Source: an optimization exercise on an open RTL-to-GDS flow (aim: a short achievable clock period and few clock cycles). Production flows keep margins and buffers that such runs may drop. In this exercise RTL edits were held to simulation tests only and were not proved equivalent to the original. Power and IR drop assume default switching activity.

## design.v

```verilog
package rcmag_pkg;
    localparam int MAX_REGIONS = 200;
    localparam int ADDR_W      = 27;
    localparam logic [1:0] T_FRAME  = 2'd0;
    localparam logic [1:0] T_REGION = 2'd1;
    localparam logic [1:0] T_DROP   = 2'd2;
    localparam logic [1:0] KIND_TOP_LEFT = 2'd0;
    localparam logic [1:0] KIND_LUMA     = 2'd1;
    localparam logic [1:0] KIND_CHROMA   = 2'd2;
    localparam logic [1:0] KIND_CLEAR    = 2'd3;
endpackage
module rcmag_mac (
    input  logic [16:0] tab_a,
    input  logic [16:0] tab_b,
    output logic [20:0] res
);
    assign res = {4'd0, tab_a} + {tab_b, 4'd0};
endmodule
module rcmag_ctrl (
    input  logic          clk,
    input  logic          rst_n,
    input  logic [12:0]   cfg_w,
    input  logic [12:0]   cfg_h,
    input  logic [4:0]    cfg_scx,
    input  logic [4:0]    cfg_scy,
    input  logic [6:0]    cfg_cols,       
    input  logic [12:0]   cfg_nslots,     
    input  logic [16*17-1:0] cfg_mtab,    
    input  logic          i_v,
    input  logic          i_act,
    input  logic [47:0]   i_data,
    output logic          r_v,
    output logic          r_emit,         
    output logic          r_rows,         
    output logic [1:0]    r_kind,
    output logic          r_last,
    output logic [7:0]    r_slot,
    output logic [15:0]   r_tlx,
    output logic [15:0]   r_tly,
    output logic [26:0]   r_ls,
    output logic [26:0]   r_ld,
    output logic [26:0]   r_cs,
    output logic [26:0]   r_cd,
    output logic [5:0]    r_len,
    output logic [5:0]    r_nrows,
    output logic          r_y0odd
);
    logic [16:0] mtab [0:15];
    always_comb
        for (int k = 0; k < 16; k++)
            mtab[k] = cfg_mtab[k*17 +: 17];
    logic [7:0] cnt_reg;
    logic [5:0] col_reg, row_reg;
    logic [6:0] col_inc;
    logic       region_ok;
    assign col_inc   = {1'b0, col_reg} + 7'd1;
    assign region_ok = cnt_reg < 8'(rcmag_pkg::MAX_REGIONS);
    always_ff @(posedge clk or negedge rst_n)
    begin
        if (!rst_n)
        begin
            cnt_reg <= '0;
            col_reg <= '0;
            row_reg <= '0;
        end
        else if (i_v)
        begin
            if (!i_act)
            begin
                cnt_reg <= '0;
                col_reg <= '0;
                row_reg <= '0;
            end
            else if (region_ok)
            begin
                cnt_reg <= cnt_reg + 8'd1;
                if (col_inc >= cfg_cols)
                begin
                    col_reg <= '0;
                    if (row_reg != 6'd63)
                        row_reg <= row_reg + 6'd1;
                end
                else
                    col_reg <= col_inc[5:0];
            end
        end
    end
    logic        b_v;
    logic [1:0]  b_t;
    logic [7:0]  b_slot;
    logic [5:0]  b_col, b_row;
    logic [11:0] b_sx, b_sy;
    logic [12:0] sum_x, sum_y;
    assign sum_x = {1'b0, i_data[11:0]} + {1'b0, i_data[23:12]};
    assign sum_y = {1'b0, i_data[35:24]} + {1'b0, i_data[47:36]};
    always_ff @(posedge clk or negedge rst_n)
        if (!rst_n) b_v <= 1'b0;
        else        b_v <= i_v;
    always_ff @(posedge clk)
    begin
        b_t    <= !i_act ? rcmag_pkg::T_FRAME : (region_ok ? rcmag_pkg::T_REGION : rcmag_pkg::T_DROP);
        b_slot <= cnt_reg;
        b_col  <= col_reg;
        b_row  <= row_reg;
        b_sx   <= sum_x[12:1];
        b_sy   <= sum_y[12:1];
    end
    logic        c_v;
    logic [1:0]  c_t;
    logic [7:0]  c_slot;
    logic [5:0]  c_col;
    logic [9:0]  c_rclo, c_rchi;
    logic [14:0] c_xlo, c_ylo;
    logic [13:0] c_xhi, c_yhi;
    always_ff @(posedge clk or negedge rst_n)
        if (!rst_n) c_v <= 1'b0;
        else        c_v <= b_v;
    always_ff @(posedge clk)
    begin
        c_t    <= b_t;
        c_slot <= b_slot;
        c_col  <= b_col;
        c_rclo <= 10'(b_row[2:0] * cfg_cols);
        c_rchi <= 10'(b_row[5:3] * cfg_cols);
        c_xlo  <= 15'(b_sx * cfg_scx[2:0]);
        c_xhi  <= 14'(b_sx * cfg_scx[4:3]);
        c_ylo  <= 15'(b_sy * cfg_scy[2:0]);
        c_yhi  <= 14'(b_sy * cfg_scy[4:3]);
    end
    logic        d_v;
    logic [1:0]  d_t;
    logic [7:0]  d_slot;
    logic [5:0]  d_col;
    logic        d_room;
    logic [16:0] d_cx, d_cy;
    logic [12:0] d_rc;
    always_ff @(posedge clk or negedge rst_n)
        if (!rst_n) d_v <= 1'b0;
        else        d_v <= c_v;
    always_ff @(posedge clk)
    begin
        d_t    <= c_t;
        d_slot <= c_slot;
        d_col  <= c_col;
        d_room <= {5'd0, c_slot} < cfg_nslots;
        d_cx   <= {2'd0, c_xlo} + {c_xhi, 3'd0};
        d_cy   <= {2'd0, c_ylo} + {c_yhi, 3'd0};
        d_rc   <= {3'd0, c_rclo} + {c_rchi, 3'd0};
    end
    logic        e_v;
    logic [1:0]  e_t;
    logic [7:0]  e_slot;
    logic [5:0]  e_col;
    logic [12:0] e_rc;
    logic        e_room;
    logic [16:0] e_x0, e_y0;
    logic [17:0] e_x1r, e_y1r;
    logic [16:0] x0c, y0c;
    assign x0c = (d_cx[16:4] != 13'd0) ? {d_cx[16:4] - 13'd1, d_cx[3:0]} : 17'd0;
    assign y0c = (d_cy[16:4] != 13'd0) ? {d_cy[16:4] - 13'd1, d_cy[3:0]} : 17'd0;
    always_ff @(posedge clk or negedge rst_n)
        if (!rst_n) e_v <= 1'b0;
        else        e_v <= d_v;
    always_ff @(posedge clk)
    begin
        e_t    <= d_t;
        e_slot <= d_slot;
        e_col  <= d_col;
        e_rc   <= d_rc;
        e_room <= d_room;
        e_x0   <= x0c;
        e_y0   <= y0c;
        e_x1r  <= {1'b0, d_cx} + 18'd16;
        e_y1r  <= {1'b0, d_cy} + 18'd16;
    end
    logic        f_v;
    logic [1:0]  f_t;
    logic [7:0]  f_slot;
    logic [5:0]  f_col;
    logic [12:0] f_rc;
    logic        f_active;
    logic [3:0]  f_x0hi, f_y0hi;
    logic [12:0] f_x0, f_y0;
    logic [13:0] f_q;
    logic [17:0] f_x1r, f_y1r;
    logic        f_x1gt, f_y1gt;
    always_ff @(posedge clk or negedge rst_n)
        if (!rst_n) f_v <= 1'b0;
        else        f_v <= e_v;
    always_ff @(posedge clk)
    begin
        f_t      <= e_t;
        f_slot   <= e_slot;
        f_col    <= e_col;
        f_rc     <= e_rc;
        f_active <= e_room && ({4'd0, cfg_w} > e_x0) && ({4'd0, cfg_h} > e_y0);
        f_x0hi   <= e_x0[16:13];
        f_y0hi   <= e_y0[16:13];
        f_x0     <= e_x0[12:0];
        f_y0     <= e_y0[12:0];
        f_q      <= {2'd0, e_y0[12:1]} + {1'b0, cfg_h} + {13'd0, e_y0[0]};
        f_x1r    <= e_x1r;
        f_y1r    <= e_y1r;
        f_x1gt   <= e_x1r > {5'd0, cfg_w};
        f_y1gt   <= e_y1r > {5'd0, cfg_h};
    end
    logic        g_v;
    logic [1:0]  g_t;
    logic [7:0]  g_slot;
    logic        g_active, g_y0odd;
    logic [3:0]  g_x0hi, g_y0hi;
    logic [26:0] g_ld;
    logic [22:0] g_cda;
    logic [12:0] g_x0, g_y0;
    logic [5:0]  g_len, g_nrows;
    logic [16:0] g_pa0, g_pa1, g_pa2, g_pa3, g_pb0, g_pb1, g_pb2, g_pb3;
    logic [5:0]  x1c, y1c;
    assign x1c = f_x1gt ? cfg_w[5:0] : f_x1r[5:0];
    assign y1c = f_y1gt ? cfg_h[5:0] : f_y1r[5:0];
    always_ff @(posedge clk or negedge rst_n)
        if (!rst_n) g_v <= 1'b0;
        else        g_v <= f_v;
    always_ff @(posedge clk)
    begin
        g_t      <= f_t;
        g_slot   <= f_slot;
        g_active <= f_active;
        g_y0odd  <= f_y0[0];
        g_x0hi   <= f_x0hi;
        g_y0hi   <= f_y0hi;
        g_ld     <= (f_t == rcmag_pkg::T_FRAME) ? {4'd0, cfg_nslots, 10'd0}
                                                : {4'd0, f_rc, 10'd0} + {16'd0, f_col, 5'd0};
        g_cda    <= {1'b0, f_rc, 9'd0} + {12'd0, f_col, 5'd0};
        g_x0     <= f_x0;
        g_y0     <= f_y0;
        g_len    <= x1c - f_x0[5:0];
        g_nrows  <= y1c - f_y0[5:0];
        g_pa0    <= mtab[f_y0[3:0]];
        g_pa1    <= mtab[f_y0[7:4]];
        g_pa2    <= mtab[f_y0[11:8]];
        g_pa3    <= f_y0[12] ? mtab[1] : 17'd0;
        g_pb0    <= mtab[f_q[3:0]];
        g_pb1    <= mtab[f_q[7:4]];
        g_pb2    <= mtab[f_q[11:8]];
        g_pb3    <= mtab[{2'd0, f_q[13:12]}];
    end
    logic        h_v;
    logic [1:0]  h_t;
    logic [7:0]  h_slot;
    logic        h_active, h_y0odd;
    logic [3:0]  h_x0hi, h_y0hi;
    logic [26:0] h_ld, h_cd;
    logic [12:0] h_x0, h_y0;
    logic [5:0]  h_len, h_nrows;
    logic [20:0] h_a1, h_a2, h_b1, h_b2;
    logic [20:0] a1, a2, b1, b2;
    rcmag_mac u_a1 (.tab_a(g_pa0), .tab_b(g_pa1), .res(a1));
    rcmag_mac u_a2 (.tab_a(g_pa2), .tab_b(g_pa3), .res(a2));
    rcmag_mac u_b1 (.tab_a(g_pb0), .tab_b(g_pb1), .res(b1));
    rcmag_mac u_b2 (.tab_a(g_pb2), .tab_b(g_pb3), .res(b2));
    always_ff @(posedge clk or negedge rst_n)
        if (!rst_n) h_v <= 1'b0;
        else        h_v <= g_v;
    always_ff @(posedge clk)
    begin
        h_t      <= g_t;
        h_slot   <= g_slot;
        h_active <= g_active;
        h_y0odd  <= g_y0odd;
        h_x0hi   <= g_x0hi;
        h_y0hi   <= g_y0hi;
        h_ld     <= g_ld;
        h_cd     <= {4'd0, g_cda} + {4'd0, cfg_nslots, 10'd0};
        h_x0     <= g_x0;
        h_y0     <= g_y0;
        h_len    <= g_len;
        h_nrows  <= g_nrows;
        h_a1     <= a1;
        h_a2     <= a2;
        h_b1     <= b1;
        h_b2     <= b2;
    end
    logic        is_frame, is_region;
    assign is_frame  = h_t == rcmag_pkg::T_FRAME;
    assign is_region = h_t == rcmag_pkg::T_REGION;
    always_ff @(posedge clk or negedge rst_n)
        if (!rst_n) r_v <= 1'b0;
        else        r_v <= h_v;
    always_ff @(posedge clk)
    begin
        r_emit  <= is_frame || is_region;
        r_rows  <= is_region && h_active;
        r_kind  <= is_frame ? rcmag_pkg::KIND_CLEAR : rcmag_pkg::KIND_TOP_LEFT;
        r_last  <= is_frame || !h_active;
        r_slot  <= is_frame ? 8'd0 : h_slot;
        r_tlx   <= is_frame ? 16'd0 : (h_x0hi[3] ? 16'hFFFF : {h_x0hi[2:0], h_x0});
        r_tly   <= is_frame ? 16'd0 : (h_y0hi[3] ? 16'hFFFF : {h_y0hi[2:0], h_y0});
        r_ls    <= 27'({6'd0, h_a1} + {h_a2, 8'd0} + {14'd0, h_x0});
        r_cs    <= 27'({6'd0, h_b1} + {h_b2, 8'd0} + {14'd0, h_x0});
        r_ld    <= h_ld;
        r_cd    <= h_cd;
        r_len   <= h_len;
        r_nrows <= h_nrows;
        r_y0odd <= h_y0odd;
    end
endmodule
module roi_crop_mosaic_address_gen_core (
    input  logic         clk,
    input  logic         rst_n,
    input  logic         s_tvalid,
    output logic         s_tready,
    input  logic [47:0]  s_tdata,   
    input  logic         s_tuser,   
    output logic         m_tvalid,
    input  logic         m_tready,
    output logic [103:0] m_tdata,   
    output logic [1:0]   m_tuser,   
    output logic         m_tlast,
    input  logic         cfg_valid,
    output logic         cfg_ready,
    input  logic [2:0]   cfg_index,
    input  logic [12:0]  cfg_data
);
    localparam int FIFO_N = 2;
    logic [12:0] cfg_w, cfg_h;
    logic [4:0]  cfg_scx, cfg_scy;
    logic [6:0]  cfg_cols, cfg_rows;
    logic [12:0] cfg_nslots;
    logic [11:0] cfg_mw;
    logic [9:0]  ns_lo, ns_hi;
    logic [14:0] cfg_w3;
    logic [16*17-1:0] cfg_mtab;
    assign cfg_ready = 1'b1;
    function automatic logic [6:0] clamp_tiles(input logic [6:0] v);
        if (v == 7'd0)
            clamp_tiles = 7'd1;
        else if (v > 7'd64)
            clamp_tiles = 7'd64;
        else
            clamp_tiles = v;
    endfunction
    function automatic logic [16:0] w_times(input logic [1:0] j, input logic [12:0] w,
                                            input logic [14:0] w3);
        case (j)
            2'd0: w_times = 17'd0;
            2'd1: w_times = {4'd0, w};
            2'd2: w_times = {3'd0, w, 1'b0};
            default: w_times = {2'd0, w3};
        endcase
    endfunction
    always_ff @(posedge clk or negedge rst_n)
    begin
        if (!rst_n)
        begin
            cfg_w    <= 13'd3840;
            cfg_h    <= 13'd2160;
            cfg_scx  <= 5'd8;
            cfg_scy  <= 5'd8;
            cfg_cols <= 7'd20;
            cfg_rows <= 7'd20;
        end
        else if (cfg_valid)
        begin
            case (cfg_index)
                3'd0: cfg_w    <= cfg_data;
                3'd1: cfg_h    <= cfg_data;
                3'd2: cfg_scx  <= cfg_data[4:0];
                3'd3: cfg_scy  <= cfg_data[4:0];
                3'd4: cfg_cols <= clamp_tiles(cfg_data[6:0]);
                3'd5: cfg_rows <= clamp_tiles(cfg_data[6:0]);
                default: ;
            endcase
        end
    end
    assign cfg_mw = {cfg_cols[6:0], 5'd0};
    always_ff @(posedge clk)
    begin
        ns_lo      <= 10'(cfg_cols * cfg_rows[2:0]);
        ns_hi      <= 10'(cfg_cols * cfg_rows[6:3]);
        cfg_nslots <= {3'd0, ns_lo} + {ns_hi, 3'd0};
        cfg_w3     <= {2'd0, cfg_w} + {1'b0, cfg_w, 1'b0};
        for (int k = 0; k < 16; k++)
            cfg_mtab[k*17 +: 17] <= (w_times(2'(k >> 2), cfg_w, cfg_w3) << 2)
                                    + w_times(2'(k & 3), cfg_w, cfg_w3);
    end
    logic        i_v, i_act;
    logic [47:0] i_data;
    logic [2:0]  occ;
    logic        pop;
    logic [2:0]  occ_np;
    logic        take;
    assign take   = s_tvalid && s_tready;
    assign occ_np = occ - {2'd0, pop};
    always_ff @(posedge clk or negedge rst_n)
    begin
        if (!rst_n)
        begin
            i_v      <= 1'b0;
            occ      <= '0;
            s_tready <= 1'b0;
        end
        else
        begin
            i_v      <= take;
            occ      <= take ? occ_np + 3'd1 : occ_np;
            s_tready <= take ? (occ_np < 3'(FIFO_N - 1)) : (occ_np < 3'(FIFO_N));
        end
    end
    always_ff @(posedge clk)
    begin
        i_act  <= s_tuser;
        i_data <= s_tdata;
    end
    logic        r_v, r_emit, r_rows, r_last, r_y0odd;
    logic [1:0]  r_kind;
    logic [7:0]  r_slot;
    logic [15:0] r_tlx, r_tly;
    logic [26:0] r_ls, r_ld, r_cs, r_cd;
    logic [5:0]  r_len, r_nrows;
    rcmag_ctrl u_ctrl (
        .clk        (clk),
        .rst_n      (rst_n),
        .cfg_w      (cfg_w),
        .cfg_h      (cfg_h),
        .cfg_scx    (cfg_scx),
        .cfg_scy    (cfg_scy),
        .cfg_cols   (cfg_cols),
        .cfg_nslots (cfg_nslots),
        .cfg_mtab   (cfg_mtab),
        .i_v        (i_v),
        .i_act      (i_act),
        .i_data     (i_data),
        .r_v        (r_v),
        .r_emit     (r_emit),
        .r_rows     (r_rows),
        .r_kind     (r_kind),
        .r_last     (r_last),
        .r_slot     (r_slot),
        .r_tlx      (r_tlx),
        .r_tly      (r_tly),
        .r_ls       (r_ls),
        .r_ld       (r_ld),
        .r_cs       (r_cs),
        .r_cd       (r_cd),
        .r_len      (r_len),
        .r_nrows    (r_nrows),
        .r_y0odd    (r_y0odd)
    );
    localparam int REC_W = 1 + 1 + 2 + 1 + 8 + 16 + 16 + 4*27 + 6 + 6 + 1;
    logic [REC_W-1:0] fifo_mem [0:FIFO_N-1];
    logic             wp, rp;
    logic [2:0]       fcnt;
    logic [REC_W-1:0] head;
    logic             h_emit, h_rows, h_last, h_y0odd;
    logic [1:0]       h_kind;
    logic [7:0]       h_slot;
    logic [15:0]      h_tlx, h_tly;
    logic [26:0]      h_ls, h_ld, h_cs, h_cd;
    logic [5:0]       h_len, h_nrows;
    always_ff @(posedge clk)
        if (r_v)
            fifo_mem[wp] <= {r_emit, r_rows, r_kind, r_last, r_slot, r_tlx, r_tly,
                             r_ls, r_ld, r_cs, r_cd, r_len, r_nrows, r_y0odd};
    always_ff @(posedge clk or negedge rst_n)
    begin
        if (!rst_n)
        begin
            wp   <= '0;
            rp   <= '0;
            fcnt <= '0;
        end
        else
        begin
            if (r_v)
                wp <= !wp;
            if (pop)
                rp <= !rp;
            fcnt <= fcnt + {2'd0, r_v} - {2'd0, pop};
        end
    end
    assign head = fifo_mem[rp];
    assign {h_emit, h_rows, h_kind, h_last, h_slot, h_tlx, h_tly,
            h_ls, h_ld, h_cs, h_cd, h_len, h_nrows, h_y0odd} = head;
    logic        busy, ph_c, hodd, rem1;
    logic [5:0]  rem;
    logic [7:0]  e_slot;
    logic [5:0]  e_len;
    logic [26:0] lsrc, ldst, csrc, cdst;
    logic        adv, push, e_lastrow;
    logic        sk_v, o_v;
    logic [1:0]  e_kind;
    logic        e_last;
    logic [7:0]  e_oslot;
    logic [26:0] e_src, e_dst;
    logic [5:0]  e_olen;
    logic [15:0] e_tlx, e_tly;
    assign adv       = !sk_v;
    assign pop       = adv && !busy && (fcnt != 3'd0);
    assign push      = adv && (busy || ((fcnt != 3'd0) && h_emit));
    assign e_lastrow = rem1 && (ph_c || hodd);
    always_comb
    begin
        if (busy)
        begin
            e_kind  = ph_c ? rcmag_pkg::KIND_CHROMA : rcmag_pkg::KIND_LUMA;
            e_last  = e_lastrow;
            e_oslot = e_slot;
            e_src   = ph_c ? csrc : lsrc;
            e_dst   = ph_c ? cdst : ldst;
            e_olen  = e_len;
            e_tlx   = '0;
            e_tly   = '0;
        end
        else
        begin
            e_kind  = h_kind;
            e_last  = h_last;
            e_oslot = h_slot;
            e_src   = '0;
            e_dst   = (h_kind == rcmag_pkg::KIND_CLEAR) ? h_ld : '0;
            e_olen  = '0;
            e_tlx   = h_tlx;
            e_tly   = h_tly;
        end
    end
    always_ff @(posedge clk or negedge rst_n)
    begin
        if (!rst_n)
            busy <= 1'b0;
        else if (adv)
        begin
            if (busy)
                busy <= !e_lastrow;
            else if (fcnt != 3'd0)
                busy <= h_rows;
        end
    end
    always_ff @(posedge clk)
    begin
        if (adv)
        begin
            if (busy)
            begin
                if (ph_c)
                begin
                    csrc <= csrc + {14'd0, cfg_w};
                    cdst <= cdst + {15'd0, cfg_mw};
                    ph_c <= 1'b0;
                    hodd <= 1'b1;
                    rem  <= rem - 6'd1;
                    rem1 <= rem == 6'd2;
                end
                else
                begin
                    lsrc <= lsrc + {14'd0, cfg_w};
                    ldst <= ldst + {15'd0, cfg_mw};
                    if (!hodd)
                        ph_c <= 1'b1;
                    else
                    begin
                        hodd <= 1'b0;
                        rem  <= rem - 6'd1;
                        rem1 <= rem == 6'd2;
                    end
                end
            end
            else
            begin
                lsrc   <= h_ls;
                ldst   <= h_ld;
                csrc   <= h_cs;
                cdst   <= h_cd;
                e_slot <= h_slot;
                e_len  <= h_len;
                rem    <= h_nrows;
                rem1   <= h_nrows == 6'd1;
                hodd   <= h_y0odd;
                ph_c   <= 1'b0;
            end
        end
    end
    logic        o_load;
    logic [1:0]  o_kind, oh_kind, sk_kind, n_kind;
    logic        o_last, oh_last, sk_last, n_last;
    logic [7:0]  o_slot, oh_slot, sk_slot, n_slot;
    logic [26:0] o_src, o_dst, oh_src, oh_dst, sk_src, sk_dst, n_src, n_dst;
    logic [5:0]  o_len, oh_len, sk_len, n_len;
    logic [15:0] o_tlx, o_tly, oh_tlx, oh_tly, sk_tlx, sk_tly, n_tlx, n_tly;
    assign o_load = !o_v || m_tready;
    always_ff @(posedge clk or negedge rst_n)
    begin
        if (!rst_n)
        begin
            o_v  <= 1'b0;
            sk_v <= 1'b0;
        end
        else
        begin
            if (o_load)
                o_v <= sk_v || push;
            sk_v <= sk_v ? !o_load : (push && !o_load);
        end
    end
    assign n_kind = sk_v ? sk_kind : e_kind;
    assign n_last = sk_v ? sk_last : e_last;
    assign n_slot = sk_v ? sk_slot : e_oslot;
    assign n_src  = sk_v ? sk_src  : e_src;
    assign n_dst  = sk_v ? sk_dst  : e_dst;
    assign n_len  = sk_v ? sk_len  : e_olen;
    assign n_tlx  = sk_v ? sk_tlx  : e_tlx;
    assign n_tly  = sk_v ? sk_tly  : e_tly;
    always_ff @(posedge clk)
    begin
        if (!sk_v)
        begin
            sk_kind <= e_kind;
            sk_last <= e_last;
            sk_slot <= e_oslot;
            sk_src  <= e_src;
            sk_dst  <= e_dst;
            sk_len  <= e_olen;
            sk_tlx  <= e_tlx;
            sk_tly  <= e_tly;
        end
        if (o_load && (sk_v || push))
        begin
            oh_kind <= n_kind;
            oh_last <= n_last;
            oh_slot <= n_slot;
            oh_src  <= n_src;
            oh_dst  <= n_dst;
            oh_len  <= n_len;
            oh_tlx  <= n_tlx;
            oh_tly  <= n_tly;
        end
        o_kind <= o_load ? n_kind : oh_kind;
        o_last <= o_load ? n_last : oh_last;
        o_slot <= o_load ? n_slot : oh_slot;
        o_src  <= o_load ? n_src  : oh_src;
        o_dst  <= o_load ? n_dst  : oh_dst;
        o_len  <= o_load ? n_len  : oh_len;
        o_tlx  <= o_load ? n_tlx  : oh_tlx;
        o_tly  <= o_load ? n_tly  : oh_tly;
    end
    assign m_tvalid = o_v;
    assign m_tuser  = o_kind;
    assign m_tlast  = o_last;
    assign m_tdata  = {4'd0, o_tly, o_tlx, o_len, o_dst, o_src, o_slot};
endmodule
```

## flow/run.sh

```bash
#!/bin/bash
# Standard layout, with timing repair aimed at a tighter target than the clock period so that
# the resizer keeps improving paths that already meet 10 ns. Constraints are unchanged.
set -euo pipefail
bash standard.sh SETUP_SLACK_MARGIN=7 finish > standard_flow.log 2>&1
```

## standard.sh

```bash
#!/bin/bash
# synth_recipe.tcl (not shown) runs the flow's synth.tcl, then flattens the netlist and writes it again
# the make line also repeats each setting of config.mk as NAME=value (left out here)
make -C /OpenROAD-flow-scripts/flow DESIGN_CONFIG=/design/flow/config.mk WORK_HOME=/design/flow/orfs CLKGATE_MAP_FILE= SYNTH_SCRIPT=/design/flow/synth_recipe.tcl "${@:-finish}"
```

## config.mk

```make
export PLATFORM = sky130hd
export DESIGN_NAME = roi_crop_mosaic_address_gen_core
export DESIGN_NICKNAME = roi_crop_mosaic_address_gen_core
export VERILOG_FILES = /design/flow/design.v
export SDC_FILE = /design/flow/constraint.sdc
export NUM_CORES = 4
export LEC_CHECK = 0
export CAP_MARGIN = 20
export CORE_MARGIN = 2
export CORE_UTILIZATION = 50
export CTS_CLUSTER_DIAMETER = 100
export CTS_CLUSTER_SIZE = 24
export SLEW_MARGIN = 20
```

## constraint.sdc

```tcl
create_clock -name core_clock -period 10.0 [get_ports {clk}]
set_input_delay 2.0000 -clock core_clock [delete_from_list [all_inputs] [get_ports {clk}]]
set_output_delay 2.0000 -clock core_clock [all_outputs]
set_load 0.01 [all_outputs]
```

==> impl_metrics.tcl, run 1 <==
set metrics [dict create \
    grt_max_degree 150 \
    ctsHoldBuffers 0 \
    largest_reg_flops 298 \
    reg2regPathDepth 15 \
    status "timing/DRC/antenna clean" \
    p_clk_share_pct 13.3 \
    synthToLayoutAreaGrowth_pct 9.49 \
    regMostFlops "fifo_mem" \
    yosys.cell_types.count 92 \
    grt_pass1_vias 59000 \
    hold_ws_ns 0.311 \
    grt.overflow.total 0 \
    end_kind "primary output" \
    final.fill_count 14500 \
    synth_edf_count 522 \
    async_flop_share_pct 4.58 \
    required_ns 8.00 \
    reg.largest.list "fifo_mem x298, cfg_mtab x129, i_data x48" \
    dr.pass1.iters 7 \
    post-route-min-period_ns 3.33 \
    ys.flop_type "dfxtp_1" \
    path_class "reg2out" \
    drtIter0Drc 5751 \
    die_w_microns 418 \
    hold_violations 0 \
    layout-drive-gt1-share_pct 10.7 \
    switching_power_mw 13.7 \
    final_nets 8574 \
    drv_cap 0 \
    crit_chain "buf_6" \
    via_per_inst 5.89 \
    fp.dieH_microns 418 \
    drt.antenna.violating_nets 0 \
    finalCritPeriodShare_pct 33.3 \
    cp_max_fo 2 \
    p_sw_share_pct 41.6 \
    p_int_mw 19.3 \
    powerDensity_nw_per_um2 351 \
    cts-htree-levels 3 \
    fin_skew_ns 0.0553 \
    cts_root_buffer "clkbuf_16" \
    insertion_delay_ns 0.76 \
    maxSlewViolCount 0 \
    clock-sinks 1987 \
    gp_congestion 0.945 \
    setup_viol 0 \
    cpMaxStageDelayCell "dfrtp_2" \
    cp-start-kind "flop" \
    clkTransAtPathRegs_ns 0.10 \
    route.detailed.drc 0 \
    crit_end "s_tready" \
    yosysWarnings 3 \
    p_leak_nw 38.1 \
    fin_tns_setup_ns 0 \
    syn_avg_cell_area_sq_um 11.0 \
    place_inst 9940 \
    worst_pin_slew_ns 1.15 \
    grt_pass1_wl_mm 361 \
    syn_inst 7777 \
    hold_class "reg2reg" \
    die_area_sq_um 175000 \
    pwr-share-seq_pct 43.5 \
    max_freq_mhz 300 \
    antenna_found_initial 14 \
    critPathMaxStageDelay_ns 0.46 \
    r2r_start "cfg_cols[2]" \
    io_pins 180 \
    syn_area_sq_um 85700 \
    dpl.hpwl_mm 173 \
    cp.depth 1 \
    grt_setup_unrepaired "true" \
    vias 59900 \
    numCtsBuffers 95 \
    final_cells 10200 \
    wirelength_mm 240 \
    post_drt_wl_per_cell_microns 23.6 \
    cts_tree "yes" \
    worstPathArrival_ns 1.33 \
    clockBufferDepth 3 \
    initial_core_util_pct 50.5 \
    r2r_slack_ns 7.01 \
    io_buffers 174 \
    grt_usage_pct 26.8 \
    coreArea_sq_um 170000 \
    ir_drop_uv 197 \
    crit_start "s_tready" \
    crit_family "flip-flops" \
    fp-row-count 151 \
    path_buf_inv 1 \
    synth_seq_area_share_pct 53.0 \
    relSlewSlack_pct 23.6 \
    ys_seq_elements 1987 \
    r2r_end "u_ctrl.c_rchi[8]" \
    comb_power_share_pct 43.2 \
]
==> routing by layer <==
layer	vias up	GRT usage, %	wire (microns)
met2	2201	41.6	105000
met4	6	7.99	7510
met1	29000	37.6	109000
li1	28200	-	-
met3	470	5.84	18700
met5	-	0	34
==> layout by cell type (no fill, tap or decap), types with 109 or more instances in the layout <==
cell      netlist  layout
xor2_1        135     135
xnor2_1       331     330
o21ai_0       343     329
a21o_1        122     122
nand4_1       114     114
inv_1         385     379
mux2i_1       142     142
a22oi_1       307     307
ha_1          531     523
nor2_1        449     423
buf_4           7     155
nand2_1       500     497
a22o_1        109     109
and2_1        139     137
nor2b_1       124     123
and3_1        117     117
a21oi_1       333     307
dfxtp_1      1374    1295
edfxtp_1      522     522
mux2_2        173     173
nand3_1       122     120
==> power groups by stage <==
stage	registers, mW	clock network, mW	logic (mW)
floorplan	12.9	0	9.87
global placement	14.3	0	13.5
detailed placement	14.4	0	13.7
CTS	14.2	4.53	13.9
global route	14.6	4.80	15.6
finish	14.3	4.40	14.2
==> timing repair <==
| action | CTS | global route |
|---|---|---|
| endpoints found under the setup margin | 390 | 346 |
| gates cloned | 4 | 2 |
| setup buffers | 34 | 21 |
| gates resized for setup | 601 | 128 |
| pin swaps | 17 | 46 |
==> area by class of cell <==
class                      instances  area, sq um  share of cell area [%]
sequential                      1987        45600                    48.6
multi-input combinational       5064        38100                    40.6
timing repair buffer             347         3070                    3.27
tap                             2218         2780                    2.96
clock buffer                     152         2640                    2.82
inverter                         385         1460                    1.55
clock inverter                    12          160                   0.171
antenna                            2         5.00                 0.00533
==> cells in the mapped netlist, types with 62 or more instances <==
cell type | count | share of area [%]
nand4_1 | 114 | 0.83
dfrtp_1 | 77 | 2.2
nor2_1 | 449 | 2.0
nand3_1 | 122 | 0.71
a222oi_1 | 79 | 0.92
inv_1 | 385 | 1.7
a221oi_1 | 106 | 1.1
a22oi_1 | 307 | 2.7
o21ai_0 | 343 | 2.0
mux2_2 | 173 | 2.3
and3_1 | 117 | 0.85
fa_1 | 93 | 2.2
nand2_1 | 500 | 2.2
a22o_1 | 109 | 1.1
xnor2_1 | 331 | 3.4
nor3_1 | 117 | 0.68
a21o_1 | 122 | 1.1
xor2_1 | 135 | 1.4
a211oi_1 | 73 | 0.64
nor2b_1 | 124 | 0.90
nand2b_1 | 62 | 0.45
dfxtp_1 | 1374 | 32
ha_1 | 531 | 7.7
a21oi_1 | 333 | 1.9
edfxtp_1 | 522 | 18
mux2i_1 | 142 | 1.7
and2_1 | 139 | 1.0
clkbuf_1 | 294 | 1.3
==> worst min path at each step <==
stage	from	endpoint	slack (ns)	depth (start not counted)
final	u_ctrl.g_x0hi[2]	u_ctrl.h_x0hi[2]	0.31	0
after global routing	u_ctrl.g_x0hi[2]	u_ctrl.h_x0hi[2]	0.31	0
after CTS	u_ctrl.g_x0hi[2]	u_ctrl.h_x0hi[2]	0.30	0
after detailed placement	u_ctrl.d_col[3]	u_ctrl.e_col[3]	0.31	0
after global placement	u_ctrl.e_col[0]	u_ctrl.f_col[0]	0.31	0
after floorplan	ns_lo[0]	cfg_nslots[0]	0.31	0
==> kinds of logic (layout without fill, tap and decap cells) <==
family | Yosys count | after routing | synth area share [%]
flip-flops | 1987 | 1987 | 53.0
AND/OR/NAND/NOR | 1852 | 1856 | 10.5
AO/OA/AOI/OAI | 1797 | 1798 | 14.5
buffers and inverters | 734 | 896 | 3.30
adder cells (fa/ha/maj) | 624 | 624 | 9.92
XOR/XNOR | 466 | 466 | 4.76
multiplexers | 315 | 315 | 3.93
other | 2 | 7 | 0.00876
==> through the flow <==
step | util [%] | power [mW] | instance area, sq um | worst slack (ns)
CTS | 54.9 | 32.6 | 93200 | 6.61
detailed placement | 53.0 | 28.1 | 90000 | 5.13
finish | 55.3 | 33.0 | 93900 | 6.67
floorplan | - | 22.7 | 85900 | 5.88
global route | 55.3 | 35.0 | 93900 | 6.62
global placement | 53.0 | 27.8 | 90000 | 5.14
Testbench counts, summed over its fixed seeds: cycles 75,836.
==> run 2, diff against run 1 <==
--- a/design.v
+++ b/design.v
@@ -27,3 +27,3 @@
     input  logic [12:0]   cfg_nslots,     
-    input  logic [16*17-1:0] cfg_mtab,    
+    input  logic [14:0]   cfg_w3,         
     input  logic          i_v,
@@ -47,6 +47,11 @@
 );
-    logic [16:0] mtab [0:15];
-    always_comb
-        for (int k = 0; k < 16; k++)
-            mtab[k] = cfg_mtab[k*17 +: 17];
+    function automatic logic [14:0] wmul(input logic [1:0] d, input logic [12:0] w,
+                                         input logic [14:0] w3);
+        case (d)
+            2'd0: wmul = 15'd0;
+            2'd1: wmul = {2'd0, w};
+            2'd2: wmul = {1'b0, w, 1'b0};
+            default: wmul = w3;
+        endcase
+    endfunction
     logic [7:0] cnt_reg;
@@ -215,6 +220,10 @@
     logic [5:0]  g_len, g_nrows;
-    logic [16:0] g_pa0, g_pa1, g_pa2, g_pa3, g_pb0, g_pb1, g_pb2, g_pb3;
+    logic [16:0] g_sa [0:3];
+    logic [16:0] g_sb [0:3];
     logic [5:0]  x1c, y1c;
+    logic [15:0] ya, qa;
     assign x1c = f_x1gt ? cfg_w[5:0] : f_x1r[5:0];
     assign y1c = f_y1gt ? cfg_h[5:0] : f_y1r[5:0];
+    assign ya  = {3'd0, f_y0};
+    assign qa  = {2'd0, f_q};
     always_ff @(posedge clk or negedge rst_n)
@@ -237,10 +246,9 @@
         g_nrows  <= y1c - f_y0[5:0];
-        g_pa0    <= mtab[f_y0[3:0]];
-        g_pa1    <= mtab[f_y0[7:4]];
-        g_pa2    <= mtab[f_y0[11:8]];
-        g_pa3    <= f_y0[12] ? mtab[1] : 17'd0;
-        g_pb0    <= mtab[f_q[3:0]];
-        g_pb1    <= mtab[f_q[7:4]];
-        g_pb2    <= mtab[f_q[11:8]];
-        g_pb3    <= mtab[{2'd0, f_q[13:12]}];
+        for (int j = 0; j < 4; j++)
+        begin
+            g_sa[j] <= {2'd0, wmul(ya[4*j +: 2], cfg_w, cfg_w3)}
+                       + {wmul(ya[4*j+2 +: 2], cfg_w, cfg_w3), 2'd0};
+            g_sb[j] <= {2'd0, wmul(qa[4*j +: 2], cfg_w, cfg_w3)}
+                       + {wmul(qa[4*j+2 +: 2], cfg_w, cfg_w3), 2'd0};
+        end
     end
@@ -256,6 +264,6 @@
     logic [20:0] a1, a2, b1, b2;
-    rcmag_mac u_a1 (.tab_a(g_pa0), .tab_b(g_pa1), .res(a1));
-    rcmag_mac u_a2 (.tab_a(g_pa2), .tab_b(g_pa3), .res(a2));
-    rcmag_mac u_b1 (.tab_a(g_pb0), .tab_b(g_pb1), .res(b1));
-    rcmag_mac u_b2 (.tab_a(g_pb2), .tab_b(g_pb3), .res(b2));
+    rcmag_mac u_a1 (.tab_a(g_sa[0]), .tab_b(g_sa[1]), .res(a1));
+    rcmag_mac u_a2 (.tab_a(g_sa[2]), .tab_b(g_sa[3]), .res(a2));
+    rcmag_mac u_b1 (.tab_a(g_sb[0]), .tab_b(g_sb[1]), .res(b1));
+    rcmag_mac u_b2 (.tab_a(g_sb[2]), .tab_b(g_sb[3]), .res(b2));
     always_ff @(posedge clk or negedge rst_n)
@@ -331,3 +339,2 @@
     logic [14:0] cfg_w3;
-    logic [16*17-1:0] cfg_mtab;
     assign cfg_ready = 1'b1;
@@ -341,11 +348,2 @@
     endfunction
-    function automatic logic [16:0] w_times(input logic [1:0] j, input logic [12:0] w,
-                                            input logic [14:0] w3);
-        case (j)
-            2'd0: w_times = 17'd0;
-            2'd1: w_times = {4'd0, w};
-            2'd2: w_times = {3'd0, w, 1'b0};
-            default: w_times = {2'd0, w3};
-        endcase
-    endfunction
     always_ff @(posedge clk or negedge rst_n)
@@ -381,5 +379,2 @@
         cfg_w3     <= {2'd0, cfg_w} + {1'b0, cfg_w, 1'b0};
-        for (int k = 0; k < 16; k++)
-            cfg_mtab[k*17 +: 17] <= (w_times(2'(k >> 2), cfg_w, cfg_w3) << 2)
-                                    + w_times(2'(k & 3), cfg_w, cfg_w3);
     end
@@ -391,3 +386,4 @@
     logic        take;
-    assign take   = s_tvalid && s_tready;
+    logic rdy;
+    assign take   = s_tvalid && rdy;
     assign occ_np = occ - {2'd0, pop};
@@ -399,2 +395,3 @@
             occ      <= '0;
+            rdy      <= 1'b0;
             s_tready <= 1'b0;
@@ -405,3 +402,4 @@
             occ      <= take ? occ_np + 3'd1 : occ_np;
-            s_tready <= take ? (occ_np < 3'(FIFO_N - 1)) : (occ_np < 3'(FIFO_N));
+            rdy      <= take ? (occ_np < 3'(FIFO_N - 1)) : (occ_np < 3'(FIFO_N));
+            s_tready <= (s_tvalid && s_tready) ? (occ_np < 3'(FIFO_N - 1)) : (occ_np < 3'(FIFO_N));
         end
@@ -428,3 +426,3 @@
         .cfg_nslots (cfg_nslots),
-        .cfg_mtab   (cfg_mtab),
+        .cfg_w3     (cfg_w3),
         .i_v        (i_v),
@@ -589,2 +587,3 @@
     assign o_load = !o_v || m_tready;
+    logic o_vp;
     always_ff @(posedge clk or negedge rst_n)
@@ -594,2 +593,3 @@
             o_v  <= 1'b0;
+            o_vp <= 1'b0;
             sk_v <= 1'b0;
@@ -600,2 +600,4 @@
                 o_v <= sk_v || push;
+            if (!o_vp || m_tready)
+                o_vp <= sk_v || push;
             sk_v <= sk_v ? !o_load : (push && !o_load);
@@ -644,3 +646,3 @@
     end
-    assign m_tvalid = o_v;
+    assign m_tvalid = o_vp;
     assign m_tuser  = o_kind;
==> run 2 against run 1 <==
Critical path type unchanged. Synthesized cell count decreased by 8.4%. Die area decreased by 7.6%. Still clean. First-iteration DRC count decreased by 39%. Sequential power decreased by 12%. Cell count decreased by 7.0%. Sequential share of layout area increased by 0.29 points. Clock power decreased by 7.0%. Total power decreased by 6.3%.
==> impl_metrics.tcl, run 2 <==
set metrics [dict create \
    syn_inst 7124 \
    synth-simple-area-share_pct 10.3 \
    regMostFlops "fifo_mem" \
    grt_pass1_wl_mm 282 \
    grt.overflow.total 0 \
    antenna_found_initial 7 \
    required_ns 8.00 \
    powerDensity_nw_per_um2 350 \
    die_w_microns 402 \
    synthTopCellsByArea "dfxtp_1 (32%), edfxtp_1 (20%), ha_1 (8.3%)" \
    status "timing/DRC/antenna clean" \
    numCtsBuffers 88 \
    insertion_delay_ns 0.74 \
    place_area_sq_um 82900 \
    hp-start "u_ctrl.g_x0[2]" \
    syn_area_sq_um 79100 \
    layout-drive-gt1-share_pct 12.6 \
    synth_seq_area_share_pct 54.3 \
    die_area_sq_um 161000 \
    cts_root_buffer "clkbuf_16" \
    worst_pin_slew_ns 1.02 \
    r2r_end "u_ctrl.g_sa[2][14]" \
    gp_congestion 0.876 \
    worstPathArrival_ns 1.26 \
    drtIter0Drc 3527 \
    grt_setup_unrepaired "true" \
    hold_violations 0 \
    synthMuxAreaShare_pct 4.53 \
    fin_skew_ns 0.0343 \
    synth_edf_count 522 \
    path_class "reg2out" \
    min_to "u_ctrl.h_x0[2]" \
    layout_commonest_cell "dfxtp_1" \
    route.detailed.drc 0 \
    end_kind "primary output" \
    yosysWarnings 6 \
    reg.largest.list "fifo_mem x298, u_ctrl.g_sb x66, u_ctrl.g_sa x64" \
    grt_usage_pct 22.0 \
    async_flop_share_pct 5.00 \
    cpMaxStageDelayCell "dfrtp_1" \
    path_buf_inv 1 \
    synthToLayoutAreaGrowth_pct 11.5 \
    finish.instance_area_sq_um 88200 \
    cts_tree "yes" \
    wirelength_mm 180 \
    dpl.hpwl_mm 126 \
    synth-xor-area-share_pct 5.17 \
    drv_cap 0 \
    coreArea_sq_um 157000 \
    ys_seq_elements 1861 \
    largest_reg_flops 298 \
    yosys.cell_types.count 86 \
    crit_family "flip-flops" \
    cts-htree-levels 3 \
    cp-start-kind "flop" \
    synth.top_cell.area_share_pct 31.5 \
    syn_avg_cell_area_sq_um 11.1 \
    cp_max_fo 2 \
    hold_class "reg2reg" \
    drt.antenna.violating_nets 0 \
    ctsHoldBuffers 0 \
    grt_pass1_vias 49600 \
    p_leak_nw 36.9 \
    cp.depth 1 \
    post_drt_wl_per_cell_microns 19.1 \
    reg2regPathDepth 17 \
    vias 51000 \
    critPathMaxStageDelay_ns 0.39 \
    synth_top_area_cell "dfxtp_1" \
    clockBufferDepth 3 \
    synth_compound_area_share_pct 12.0 \
    synth.most_common_cell "dfxtp_1" \
    min_path_cells 0 \
    ir_drop_uv 208 \
    clkTransAtPathRegs_ns 0.09 \
    synth_top_family_by_area "compound AO/OA/AOI/OAI gates" \
    fp-row-count 145 \
    crit_chain "buf_2" \
    max_freq_mhz 307 \
    finalCritPeriodShare_pct 32.6 \
    maxSlewViolCount 0 \
    initial_core_util_pct 50.5 \
    io_pins 180 \
    r2r_slack_ns 6.82 \
    setup_viol 0 \
    final_cell_mix "dfxtp_1 (1151), nand2_1 (608), edfxtp_1 (522)" \
    fin_tns_setup_ns 0 \
    netlist_top_cells_count "dfxtp_1 (1246), nand2_1 (609), ha_1 (528)" \
    synth_fa_ha_area_share_pct 10.7 \
    clock-sinks 1861 \
    final.fill_count 13300 \
    r2r_start "cfg_w[1]" \
    dr.pass1.iters 5 \
    fp.dieH_microns 402 \
    io_buffers 174 \
    final_nets 8014 \
    ys.flop_type "dfxtp_1" \
    via_per_inst 5.39 \
    relSlewSlack_pct 31.7 \
    post-route-min-period_ns 3.26 \
    grt_max_degree 93 \
]
run 2: cell count changes in the layout (fill, tap and decap cells not counted), moves of 28 or more:
| cell | before | now |
|---|---|---|
| o21ai_0 | 329 | 439 |
| a222oi_1 | 79 | 0 |
| inv_1 | 379 | 321 |
| a22oi_1 | 307 | 0 |
| a221oi_1 | 106 | 15 |
| nand2b_1 | 61 | 28 |
| nor2_1 | 423 | 359 |
| dfxtp_1 | 1295 | 1151 |
| a22o_1 | 109 | 137 |
| and3_1 | 117 | 66 |
| nand4_1 | 114 | 45 |
| nand2_1 | 497 | 608 |
run 2: what timing repair did:
action,4_1_cts,5_1_grt
resized for setup,669,219
pin swaps,44,108
cloned,8,1
buffers inserted,93,61
endpoints found under the setup margin,469,388
run 2: worst max-delay path by stage:
stage	start	end
5_1_grt	o_vp	m_tvalid
3_5_place_dp	m_tready	oh_tly[10]
2_1_floorplan	m_tready	oh_dst[0]
6_report	o_vp	m_tvalid
3_3_place_gp	m_tready	oh_tly[10]
4_1_cts	o_vp	m_tvalid
run 2: through the flow:
| step | util, % | total power [mW] | worst slack, ns | hold slack, ns | instances |
|---|---|---|---|---|---|
| after floorplan | - | 21.8 | 5.87 | 0.310 | 7127 |
| after CTS | 55.4 | 30.3 | 6.68 | 0.303 | 9389 |
| after detailed placement | 52.9 | 25.7 | 5.06 | 0.312 | 9129 |
| after global routing | 56.3 | 33.1 | 6.67 | 0.315 | 9453 |
| final | 56.3 | 30.9 | 6.74 | 0.314 | 9456 |
| after global placement | 52.9 | 25.5 | 5.05 | 0.311 | 9129 |
run 2: kinds of logic after synthesis:
family	after synthesis
AOI/OAI and AO/OA	1494
xor gates and xnor gates	467
adders and majority gates	620
buffers and inverters	625
DFF	1861
muxes	337
other	2
and+or+nand+nor	1718
run 2: final cells by class:
| type | count | area [sq um] | share of cell area, % |
|---|---|---|---|
| Antenna cell | 5 | 12.5 | 0.0142 |
| Clock buffer | 149 | 2470 | 2.80 |
| Clock inverter | 10 | 164 | 0.186 |
| Tap cell | 2058 | 2570 | 2.92 |
| Multi-Input combinational cell | 4646 | 34900 | 39.5 |
| Sequential cell | 1861 | 43200 | 48.9 |
| Inverter | 337 | 1330 | 1.50 |
| Timing Repair Buffer | 390 | 3660 | 4.15 |
run 2: routing by layer:
| layer | part of all wire [%] | up-vias | track usage (%) | wire (microns) |
|---|---|---|---|---|
| met5 | 0 | - | 0 | 0 |
| met4 | 2.4 | 0 | 6.26 | 4400 |
| met3 | 4.5 | 236 | 2.41 | 8060 |
| met2 | 44 | 1185 | 34.1 | 78600 |
| met1 | 49 | 24200 | 32.6 | 89100 |
| li1 | - | 25300 | - | - |
run 2: report_power, final:
group / internal (mW) / total, mW / switching (mW) / leakage, nW
logic: 6.33 / 14.2 / 7.84 / 19.2
clock network: 1.73 / 4.09 / 2.36 / 1.25
registers: 10.8 / 12.6 / 1.81 / 16.4
Testbench counts of run 2, summed over its fixed seeds: cycles 75,836.
==> run 3, diff against run 2 <==
--- a/config.mk
+++ b/config.mk
@@ -9,3 +9,3 @@
 export CORE_MARGIN = 2
-export CORE_UTILIZATION = 50
+export CORE_UTILIZATION = 60
 export CTS_CLUSTER_DIAMETER = 100
==> run 3 against run 2 <==
Die area decreased by 17%. Clock skew decreased by 0.0085 ns. Register-to-register slack improved by 0.09 ns. Fmax decreased by 0.63%. Hold slack improved by 0.0075 ns. Wire length increased by 2.0%. Largest cell class unchanged.
==> impl_metrics.tcl, run 3 <==
set metrics [dict create \
    status "timing/DRC/antenna clean" \
    fp.dieH_microns 367 \
    regMostFlops "fifo_mem" \
    final_cell_mix "dfxtp_1 (1150), nand2_1 (603), edfxtp_1 (522)" \
    synth_seq_area_share_pct 54.3 \
    layout-drive-gt1-share_pct 12.7 \
    ir_drop_uv 191 \
    io_buffers 174 \
    insertion_delay_ns 0.74 \
    largest_reg_flops 298 \
    fin_tns_setup_ns 0 \
    antenna_found_initial 10 \
    layout_commonest_cell "dfxtp_1" \
    r2r_start "cfg_w[1]" \
    io_pins 180 \
    hold_violations 0 \
    vias 51700 \
    clock-sinks 1861 \
    drv_cap 0 \
    finalCritPeriodShare_pct 32.8 \
    grt_usage_pct 26.3 \
    cts_tree "yes" \
    post-route-min-period_ns 3.28 \
    cpMaxStageDelayCell "dfrtp_1" \
    relSlewSlack_pct 22.2 \
    max_freq_mhz 305 \
    final_nets 8014 \
    syn_avg_cell_area_sq_um 11.1 \
    r2r_end "u_ctrl.g_sb[2][16]" \
    grt_pass1_wl_mm 279 \
    ys.flop_type "dfxtp_1" \
    grt_pass1_vias 48900 \
    grt.overflow.total 0 \
    cts_root_buffer "clkbuf_16" \
    crit_end "s_tready" \
    reg.largest.list "fifo_mem x298, u_ctrl.g_sb x66, u_ctrl.g_sa x64" \
    worstPathArrival_ns 1.28 \
    coreArea_sq_um 131000 \
    die_area_sq_um 135000 \
    maxSlewViolCount 0 \
    post_drt_wl_per_cell_microns 20.1 \
    cp_max_fo 2 \
    initial_core_util_pct 60.3 \
    dr.pass1.iters 6 \
    dpl.hpwl_mm 128 \
    wirelength_mm 184 \
    clockBufferDepth 3 \
    crit_family "flip-flops" \
    fin_skew_ns 0.0259 \
    async_flop_share_pct 5.00 \
    route.detailed.drc 0 \
    hold_class "reg2reg" \
    r2r_slack_ns 6.91 \
    place_area_sq_um 82500 \
    p_leak_nw 36.8 \
    powerDensity_nw_per_um2 352 \
    syn_inst 7124 \
    yosys.cell_types.count 86 \
    synthTopCellsByArea "dfxtp_1 (32%), edfxtp_1 (20%), ha_1 (8.3%)" \
    syn_area_sq_um 79100 \
    synth_top_area_cell "dfxtp_1" \
    crit_start "s_tready" \
    required_ns 8.00 \
    gp_congestion 0.903 \
    critPathMaxStageDelay_ns 0.39 \
    clkTransAtPathRegs_ns 0.10 \
    numCtsBuffers 87 \
    ctsHoldBuffers 0 \
    ys_seq_elements 1861 \
    synth_edf_count 522 \
    setup_viol 0 \
    synth.top_cell.area_share_pct 31.5 \
    cp-start-kind "flop" \
    end_kind "primary output" \
    via_per_inst 5.65 \
    reg2regPathDepth 15 \
    yosysWarnings 6 \
    synth.most_common_cell "dfxtp_1" \
    path_class "reg2out" \
    worst_pin_slew_ns 1.17 \
    cts-htree-levels 3 \
    grt_max_degree 150 \
    path_buf_inv 1 \
    drtIter0Drc 4097 \
    synthToLayoutAreaGrowth_pct 11.1 \
    drt.antenna.violating_nets 0 \
    crit_chain "buf_2" \
    grt_setup_unrepaired "true" \
    netlist_top_cells_count "dfxtp_1 (1246), nand2_1 (609), ha_1 (528)" \
    fp-row-count 133 \
    finish.instance_area_sq_um 87900 \
    die_w_microns 367 \
    cp.depth 1 \
]
-- run 3: cell types whose count changed in the layout (fill, tap and decap cells not counted), moves of 5 or more --
cell	change
dfxtp_4	+5
buf_8	+8
nand2_2	+5
buf_6	-5
inv_1	-5
nand2_1	-5
o21ai_0	+5
-- run 3: layout make-up --
| type | instances | area [sq um] |
|---|---|---|
| antenna | 1 | 2.50 |
| clock buffer | 145 | 2400 |
| clock inverter | 9 | 208 |
| tap | 1755 | 2200 |
| sequential | 1861 | 43200 |
| multi-input combinational | 4645 | 34800 |
| inverter | 337 | 1330 |
| fill | 10100 | 43300 |
| timing repair buffer | 392 | 3750 |
-- run 3: per-stage QoR --
| stage | utilization (%) | hold slack (ns) | power, mW | cells | setup WS (ns) |
|---|---|---|---|---|---|
| after floorplan | - | 0.310 | 21.8 | 7127 | 5.87 |
| after global placement | 62.9 | 0.310 | 25.4 | 8820 | 5.15 |
| after detailed placement | 62.9 | 0.312 | 25.7 | 8821 | 5.12 |
| after CTS | 65.7 | 0.320 | 30.2 | 9062 | 6.67 |
| after global routing | 67.0 | 0.326 | 33.0 | 9144 | 6.68 |
| final | 67.0 | 0.322 | 30.9 | 9145 | 6.72 |
-- run 3: where the power goes --
group          leakage, nW  switching [mW]  total, mW  internal, mW
sequential            16.4            1.90       12.7          10.8
combinational         19.2            7.87       14.1          6.28
clock                 1.23            2.34       4.06          1.71
total                 36.8            12.1       30.9          18.8
-- run 3: worst register-to-register path, cell delays in order (launching register included) --
cell	delay [ns]
dfrtp_4	0.53
clkinvlp_4	0.12
buf_4	0.12
buf_6	0.11
buf_4	0.11
o21ai_0	0.06
a22o_1	0.19
ha_2	0.21
fa_2	0.38
a211oi_2	0.25
nor2_2	0.08
o41ai_4	0.26
o21ai_2	0.13
o211ai_1	0.19
a21oi_1	0.10
xnor2_1	0.13
-- run 3: metal layers --
| metal | vias to the layer above | track usage, % | routed length (microns) |
|---|---|---|---|
| li1 | 25300 | - | - |
| met1 | 24700 | 38.7 | 86200 |
| met2 | 1373 | 41.5 | 81500 |
| met3 | 265 | 2.75 | 10800 |
| met4 | 2 | 7.49 | 5290 |
| met5 | - | 0 | 23 |
-- run 3: cells by family after synthesis --
group / synth area share (%)
flip-flops: 54.3
AND/OR/NAND/NOR: 10.3
AO/OA/AOI/OAI: 12.0
buffers and inverters: 3.03
adder cells (fa/ha/maj): 10.7
XOR/XNOR: 5.17
multiplexers: 4.53
other: 0.00949
-- run 3: how the worst min path moves through the flow --
stage / end / depth (start not counted) / startpoint / slack [ns]
global placement: u_ctrl.e_slot[3] / 0 / u_ctrl.d_slot[3] / 0.31
finish: u_ctrl.c_slot[4] / 0 / u_ctrl.b_slot[4] / 0.32
floorplan: cfg_nslots[0] / 0 / ns_lo[0] / 0.31
global route: u_ctrl.h_y0[6] / 0 / u_ctrl.g_y0[6] / 0.33
detailed placement: u_ctrl.c_slot[4] / 0 / u_ctrl.b_slot[4] / 0.31
CTS: u_ctrl.f_slot[7] / 0 / u_ctrl.e_slot[7] / 0.32
-- run 3: timing repair --
action	CTS	global route
gates resized for setup	654	249
gates cloned	5	6
pin swaps	44	121
endpoints found under the setup margin	467	326
setup buffers	82	76
==> run 4, diff against run 3 <==
==> run.sh (new file) <==
#!/bin/bash
# synth_recipe.tcl (not shown) runs the flow's synth.tcl, then flattens the netlist and writes it again
# the make line also repeats each setting of config.mk as NAME=value (left out here)
make -C /OpenROAD-flow-scripts/flow DESIGN_CONFIG=/design/flow/config.mk WORK_HOME=/design/flow/orfs CLKGATE_MAP_FILE= SYNTH_SCRIPT=/design/flow/synth_recipe.tcl finish
--- a/config.mk
+++ b/config.mk
@@ -9,5 +9,6 @@
 export CORE_MARGIN = 2
-export CORE_UTILIZATION = 60
+export CORE_UTILIZATION = 50
 export CTS_CLUSTER_DIAMETER = 100
 export CTS_CLUSTER_SIZE = 24
+export SETUP_SLACK_MARGIN = 5
 export SLEW_MARGIN = 20
removed: flow/run.sh
removed: standard.sh
==> run 4 against run 3 <==
Combinational power shrank 8%. Clock power grew 2%. Non-clock buffer count shrank 164. Fmax shrank 17%. Final area shrank 2.7%. Area after synthesis is the same. Wire length shrank 5.3%. Critical path depth grew 9. First-iteration DRC count shrank 14%. Register-to-register slack lost 0.84 ns. Still clean. Global-route usage shrank 5.0 points. Critical endpoint is now u_ctrl.g_sa[2][15]. Critical path type is now reg2reg.
==> impl_metrics.tcl, run 4 <==
set metrics [dict create \
    cp_max_fo 29 \
    gp_congestion 0.867 \
    clkTransAtPathRegs_ns 0.09 \
    crit_end "u_ctrl.g_sa[2][15]" \
    relSlewSlack_pct 28.4 \
    post-route-min-period_ns 3.93 \
    final_nets 7848 \
    end_kind "flop" \
    setup_viol 0 \
    fp.dieH_microns 402 \
    final_util_pct 54.6 \
    synthTopCellsByArea "dfxtp_1 (32%), edfxtp_1 (20%), ha_1 (8.3%)" \
    vias 50000 \
    layout-drive-gt1-share_pct 5.48 \
    fp-row-count 145 \
    ys_seq_elements 1861 \
    netlist_top_cells_count "dfxtp_1 (1246), nand2_1 (609), ha_1 (528)" \
    clockBufferDepth 3 \
    hold_class "reg2reg" \
    wirelength_mm 174 \
    r2r_slack_ns 6.07 \
    yosys.cell_types.count 86 \
    coreArea_sq_um 157000 \
    fin_skew_ns 0.0645 \
    drt.antenna.violating_nets 0 \
    die_area_sq_um 161000 \
    dr.pass1.iters 5 \
    reg2regPathDepth 10 \
    fin_tns_setup_ns 0 \
    antenna_found_initial 6 \
    postCtsSetupRepairBufs 0 \
    insertion_delay_ns 0.77 \
    cts_root_buffer "clkbuf_16" \
    place_inst 9125 \
    drtIter0Drc 3513 \
    cpMaxStageDelayCell "dfxtp_1" \
    finish.instance_area_sq_um 85500 \
    numCtsBuffers 89 \
    io_pins 180 \
    power.total_mw 29.8 \
    hold_ws_ns 0.292 \
    crit_chain "nor2b_1, a22o_1, ha_1, a211oi_2, nor2_2, o311a_1, or4_4, a41o_1, a21oi_2, xor2_1" \
    cp-start-kind "flop" \
    final.fill_count 13500 \
    place_area_sq_um 82800 \
    layout_commonest_cell "dfxtp_1" \
    largest_reg_flops 298 \
    syn_area_sq_um 79100 \
    ys.flop_type "dfxtp_1" \
    ir_drop_uv 162 \
    ctsHoldBuffers 0 \
    cts-resized-gates 0 \
    initial_core_util_pct 50.5 \
    p_leak_nw 35.6 \
    worstPathArrival_ns 4.59 \
    synth.most_common_cell "dfxtp_1" \
    post_drt_wl_per_cell_microns 18.8 \
    drv_cap 0 \
    synth_seq_area_share_pct 54.3 \
    grt_pass1_vias 48200 \
    route.detailed.drc 0 \
    regMostFlops "fifo_mem" \
    clock-sinks 1861 \
    r2r_start "u_ctrl.f_y0[8]" \
    crit_start "u_ctrl.f_y0[8]" \
    io_buffers 174 \
    final_cells 9286 \
    via_per_inst 5.38 \
    cts-htree-levels 3 \
    hold_violations 0 \
    synth_edf_count 522 \
    grt_max_degree 144 \
    max_freq_mhz 254 \
    grt.overflow.total 0 \
    powerDensity_nw_per_um2 348 \
    grt_setup_unrepaired "false" \
    final_cell_mix "dfxtp_1 (1246), nand2_1 (609), ha_1 (528)" \
    maxSlewViolCount 0 \
    reg.largest.list "fifo_mem x298, u_ctrl.g_sb x66, u_ctrl.g_sa x64" \
    required_ns 10.66 \
    syn_inst 7124 \
    syn_avg_cell_area_sq_um 11.1 \
    r2r_end "u_ctrl.g_sa[2][15]" \
    grt_usage_pct 21.3 \
    die_w_microns 402 \
    dpl.hpwl_mm 125 \
    status "timing/DRC/antenna clean" \
    synthToLayoutAreaGrowth_pct 8.10 \
    synth.top_cell.area_share_pct 31.5 \
    yosysWarnings 6 \
    pre_cts_ws_ns 5.57 \
    finalCritPeriodShare_pct 39.3 \
    critPathMaxStageDelay_ns 0.86 \
    fin_ws_ns 6.07 \
    cts_tree "yes" \
    synth_top_area_cell "dfxtp_1" \
    grt_pass1_wl_mm 274 \
    worst_pin_slew_ns 1.07 \
    path_class "reg2reg" \
    async_flop_share_pct 5.00 \
]
run 4: cell counts after synthesis:
Identical to the previous run, type by type.
run 4: power by group:
| group | leakage, nW | internal (mW) | switching, mW |
|---|---|---|---|
| sequential | 16.4 | 10.8 | 1.83 |
| combinational | 17.9 | 5.71 | 7.34 |
| clock | 1.27 | 1.74 | 2.40 |
| total | 35.6 | 18.2 | 11.6 |
run 4: worst min path at each step:
stage,cells after the start,slack [ns],end,startpoint
2_1_floorplan,0,0.31,cfg_nslots[0],ns_lo[0]
3_3_place_gp,0,0.31,u_ctrl.h_nrows[3],u_ctrl.g_nrows[3]
3_5_place_dp,0,0.31,u_ctrl.c_col[3],u_ctrl.b_col[3]
4_1_cts,0,0.28,u_ctrl.e_col[5],u_ctrl.d_col[5]
5_1_grt,0,0.28,u_ctrl.e_col[5],u_ctrl.d_col[5]
6_report,0,0.29,u_ctrl.g_x0hi[0],u_ctrl.f_x0hi[0]
run 4: area by class of cell:
class	instances	area (sq um)	area share (%)
multi-input combinational	4641	33900	39.6
sequential	1861	43000	50.2
timing repair buffer	228	2170	2.54
antenna	2	5.00	0.00585
clock buffer	147	2470	2.88
tap	2058	2570	3.01
clock inverter	12	223	0.260
inverter	337	1260	1.48
run 4: cell families (layout without fill, tap and decap cells):
logic type | count (synthesis) | after routing | synth area share, %
DFF | 1861 | 1861 | 54.3
and+or+nand+nor | 1718 | 1718 | 10.3
AOI/OAI and AO/OA | 1494 | 1494 | 12.0
buffers and inverters | 625 | 724 | 3.03
adders and majority gates | 620 | 620 | 10.7
xor gates and xnor gates | 467 | 467 | 5.17
muxes | 337 | 337 | 4.53
other | 2 | 7 | 0.00949
run 4: layer usage:
layer	vias to the layer above	track usage, %	share of wire [%]
met5	-	0	0
met4	0	4.97	1.9
met3	201	2.15	4.3
met2	1033	33.1	43
met1	23800	32.1	50
li1	25000	-	-
run 4: critical path, delay by kind of cell, from the launching register on:
kind	cells	cell delay, ns
xor+xnor	1	0.16
compound gates	5	1.26
fa+ha+maj	1	0.28
simple gates	3	1.28
flops	1	0.86
==> run 5, diff against run 4 <==
==> flow/run.sh (new file) <==
#!/bin/bash
# Standard layout, with timing repair aimed at a tighter target than the clock period so that
# the resizer keeps improving paths that already meet 10 ns. Constraints are unchanged.
set -euo pipefail
bash standard.sh SETUP_SLACK_MARGIN=7.3 finish > standard_flow.log 2>&1
==> standard.sh (new file) <==
#!/bin/bash
# synth_recipe.tcl (not shown) runs the flow's synth.tcl, then flattens the netlist and writes it again
# the make line also repeats each setting of config.mk as NAME=value (left out here)
make -C /OpenROAD-flow-scripts/flow DESIGN_CONFIG=/design/flow/config.mk WORK_HOME=/design/flow/orfs CLKGATE_MAP_FILE= SYNTH_SCRIPT=/design/flow/synth_recipe.tcl "${@:-finish}"
--- a/config.mk
+++ b/config.mk
@@ -10,5 +10,4 @@
 export CORE_UTILIZATION = 50
-export CTS_CLUSTER_DIAMETER = 100
-export CTS_CLUSTER_SIZE = 24
-export SETUP_SLACK_MARGIN = 5
+export CTS_CLUSTER_DIAMETER = 120
+export CTS_CLUSTER_SIZE = 26
 export SLEW_MARGIN = 20
removed: run.sh
==> run 5 against run 4 <==
Clock power down 4%. Die area unchanged. Clock skew down 0.024 ns. Critical path type is now reg2out. Core utilization grew 3.7 points.
==> impl_metrics.tcl, run 5 <==
set metrics [dict create \
    synth_top_area_cell "dfxtp_1" \
    wirelength_mm 187 \
    numCtsBuffers 82 \
    cp-start-kind "flop" \
    layout-drive-gt1-share_pct 17.5 \
    cts_tree "yes" \
    grt_max_degree 144 \
    setup_viol 0 \
    pwr-share-seq_pct 39.7 \
    p_clk_share_pct 12.4 \
    path_buf_inv 1 \
    maxSlewViolCount 0 \
    ys.flop_type "dfxtp_1" \
    syn_inst 7124 \
    final_nets 8147 \
    post_drt_wl_per_cell_microns 19.6 \
    wl_met1_mm 89.5 \
    grt_setup_unrepaired "true" \
    ir_drop_uv 181 \
    clock-sinks 1861 \
    netlist_top_cells_count "dfxtp_1 (1246), nand2_1 (609), ha_1 (528)" \
    via_per_inst 5.41 \
    synthTopCellsByArea "dfxtp_1 (32%), edfxtp_1 (20%), ha_1 (8.3%)" \
    max_freq_mhz 305 \
    coreArea_sq_um 157000 \
    grt_usage_pct 22.4 \
    drt.antenna.violating_nets 0 \
    ys_seq_elements 1861 \
    wl_met2_mm 81.6 \
    p_sw_share_pct 39.2 \
    required_ns 8.00 \
    synth.most_common_cell "dfxtp_1" \
    fin_tns_setup_ns 0 \
    crit_family "flip-flops" \
    yosysWarnings 6 \
    hold_ws_ns 0.319 \
    initial_core_util_pct 50.5 \
    io_pins 180 \
    insertion_delay_ns 0.73 \
    post-route-min-period_ns 3.28 \
    die_w_microns 402 \
    gp_congestion 0.880 \
    cts-htree-levels 3 \
    antenna_found_initial 16 \
    comb_power_share_pct 47.9 \
    dr.pass1.iters 6 \
    io_buffers 174 \
    syn_area_sq_um 79100 \
    fp.dieH_microns 402 \
    grt_pass1_vias 50000 \
    regMostFlops "fifo_mem" \
    end_kind "primary output" \
    async_flop_share_pct 5.00 \
    yosys.cell_types.count 86 \
    hold_class "reg2reg" \
    grt.overflow.total 0 \
    synthToLayoutAreaGrowth_pct 15.3 \
    final_cell_mix "dfxtp_1 (1142), nand2_1 (581), edfxtp_1 (522)" \
    synth_seq_area_share_pct 54.3 \
    wl_met3_mm 11.0 \
    top_layer_used "met4" \
    syn_avg_cell_area_sq_um 11.1 \
    reg.largest.list "fifo_mem x298, u_ctrl.g_sb x66, u_ctrl.g_sa x64" \
    worst_pin_slew_ns 1.03 \
    layout_commonest_cell "dfxtp_1" \
    drv_cap 0 \
    die_area_sq_um 161000 \
    fin_skew_ns 0.0406 \
    clockBufferDepth 3 \
    grt_pass1_wl_mm 286 \
    finalCritPeriodShare_pct 32.8 \
    clkTransAtPathRegs_ns 0.10 \
    dpl.hpwl_mm 125 \
    path_class "reg2out" \
    switching_power_mw 12.6 \
    worstPathArrival_ns 1.28 \
    cp_max_fo 2 \
    synth.top_cell.area_share_pct 31.5 \
    largest_reg_flops 298 \
    powerDensity_nw_per_um2 353 \
    final.fill_count 13100 \
    cpMaxStageDelayCell "dfrtp_1" \
    vias 51900 \
    drtIter0Drc 3732 \
    fp-row-count 145 \
    critPathMaxStageDelay_ns 0.41 \
    synth_edf_count 522 \
    status "timing/DRC/antenna clean" \
    p_leak_nw 38.0 \
    route.detailed.drc 0 \
    hold_violations 0 \
    relSlewSlack_pct 31.0 \
    crit_chain "buf_2" \
    p_int_mw 19.6 \
    cts_root_buffer "clkbuf_16" \
]
## run 5: cell counts after synthesis
No cell type changed its count.
## run 5: logic make-up (layout without fill, tap and decap cells)
logic type | Yosys count | count (layout) | share of synthesized area [%]
DFF | 1861 | 1861 | 54.3
buffers and inverters | 625 | 1014 | 3.03
xor gates and xnor gates | 467 | 467 | 5.17
and+or+nand+nor | 1718 | 1724 | 10.3
muxes | 337 | 337 | 4.53
AOI/OAI and AO/OA | 1494 | 1494 | 12.0
other | 2 | 12 | 0.00949
adders and majority gates | 620 | 620 | 10.7
## run 5: final cells by class
type	count	area [sq um]	share of cell area, %
diodes	7	17.5	0.0192
clock buffers	139	2300	2.52
clock inverters	10	200	0.219
inverters	337	1360	1.49
multi-input cells	4647	36500	40.0
flip-flops and latches	1861	43200	47.3
well taps	2058	2570	2.82
repair buffers	527	5130	5.62
repair inverters	1	8.76	0.00960
## run 5: through the flow
step	power (mW)	std cells	worst slack, ns	instance area [sq um]	utilization [%]
5_1_grt	34.5	9582	6.67	91300	58.2
6_report	32.2	9587	6.72	91300	58.2
2_1_floorplan	21.9	7127	5.87	80000	-
4_1_cts	31.1	9491	6.67	89100	56.8
3_3_place_gp	25.5	9115	5.10	83100	53.0
3_5_place_dp	25.8	9115	5.08	83100	53.0
## run 5: worst paths after layout
kind,start,endpoint,slack [ns],cells after the start
setup / recovery,o_vp,m_tvalid,6.72,1
hold / removal,u_ctrl.d_room,u_ctrl.e_room,0.32,0
setup reg to reg,cfg_w[0],csrc[16],7.01,13
hold reg to reg,u_ctrl.d_room,u_ctrl.e_room,0.32,0
max in group asynchronous,rst_n,rp,7.69,2
min in group asynchronous,rst_n,cfg_scy[2],1.21,1
## run 5: power groups by stage
stage | combinational, mW | sequential (mW) | clock (mW)
after detailed placement | 12.9 | 12.9 | 0
after global routing | 17.0 | 13.1 | 4.38
after CTS | 14.3 | 12.8 | 4.11
final | 15.5 | 12.8 | 3.99
after floorplan | 10.1 | 11.8 | 0
after global placement | 12.7 | 12.8 | 0
## run 5: repair_timing
item,CTS,global route
hold buffers,0,0
resized for setup,935,342
pin swaps,171,234
gates cloned,13,3
setup buffers,214,86
endpoints found under the hold margin,0,0
setup endpoints to repair,612,357
## run 5: routing by layer
| layer | GRT usage (%) | vias to the layer above |
|---|---|---|
| met5 | 0 | - |
| met1 | 32.9 | 24700 |
| met4 | 6.62 | 0 |
| met3 | 3.01 | 272 |
| li1 | - | 25600 |
| met2 | 34.6 | 1359 |

Check on run 5: ideal ports give 6.717 ns setup slack; a clkbuf_16 on the clock port and buf_2 on the inputs give 6.637 ns; moving port delays by the midpoint clock arrival (0.798 ns) as well gives 6.580 ns.
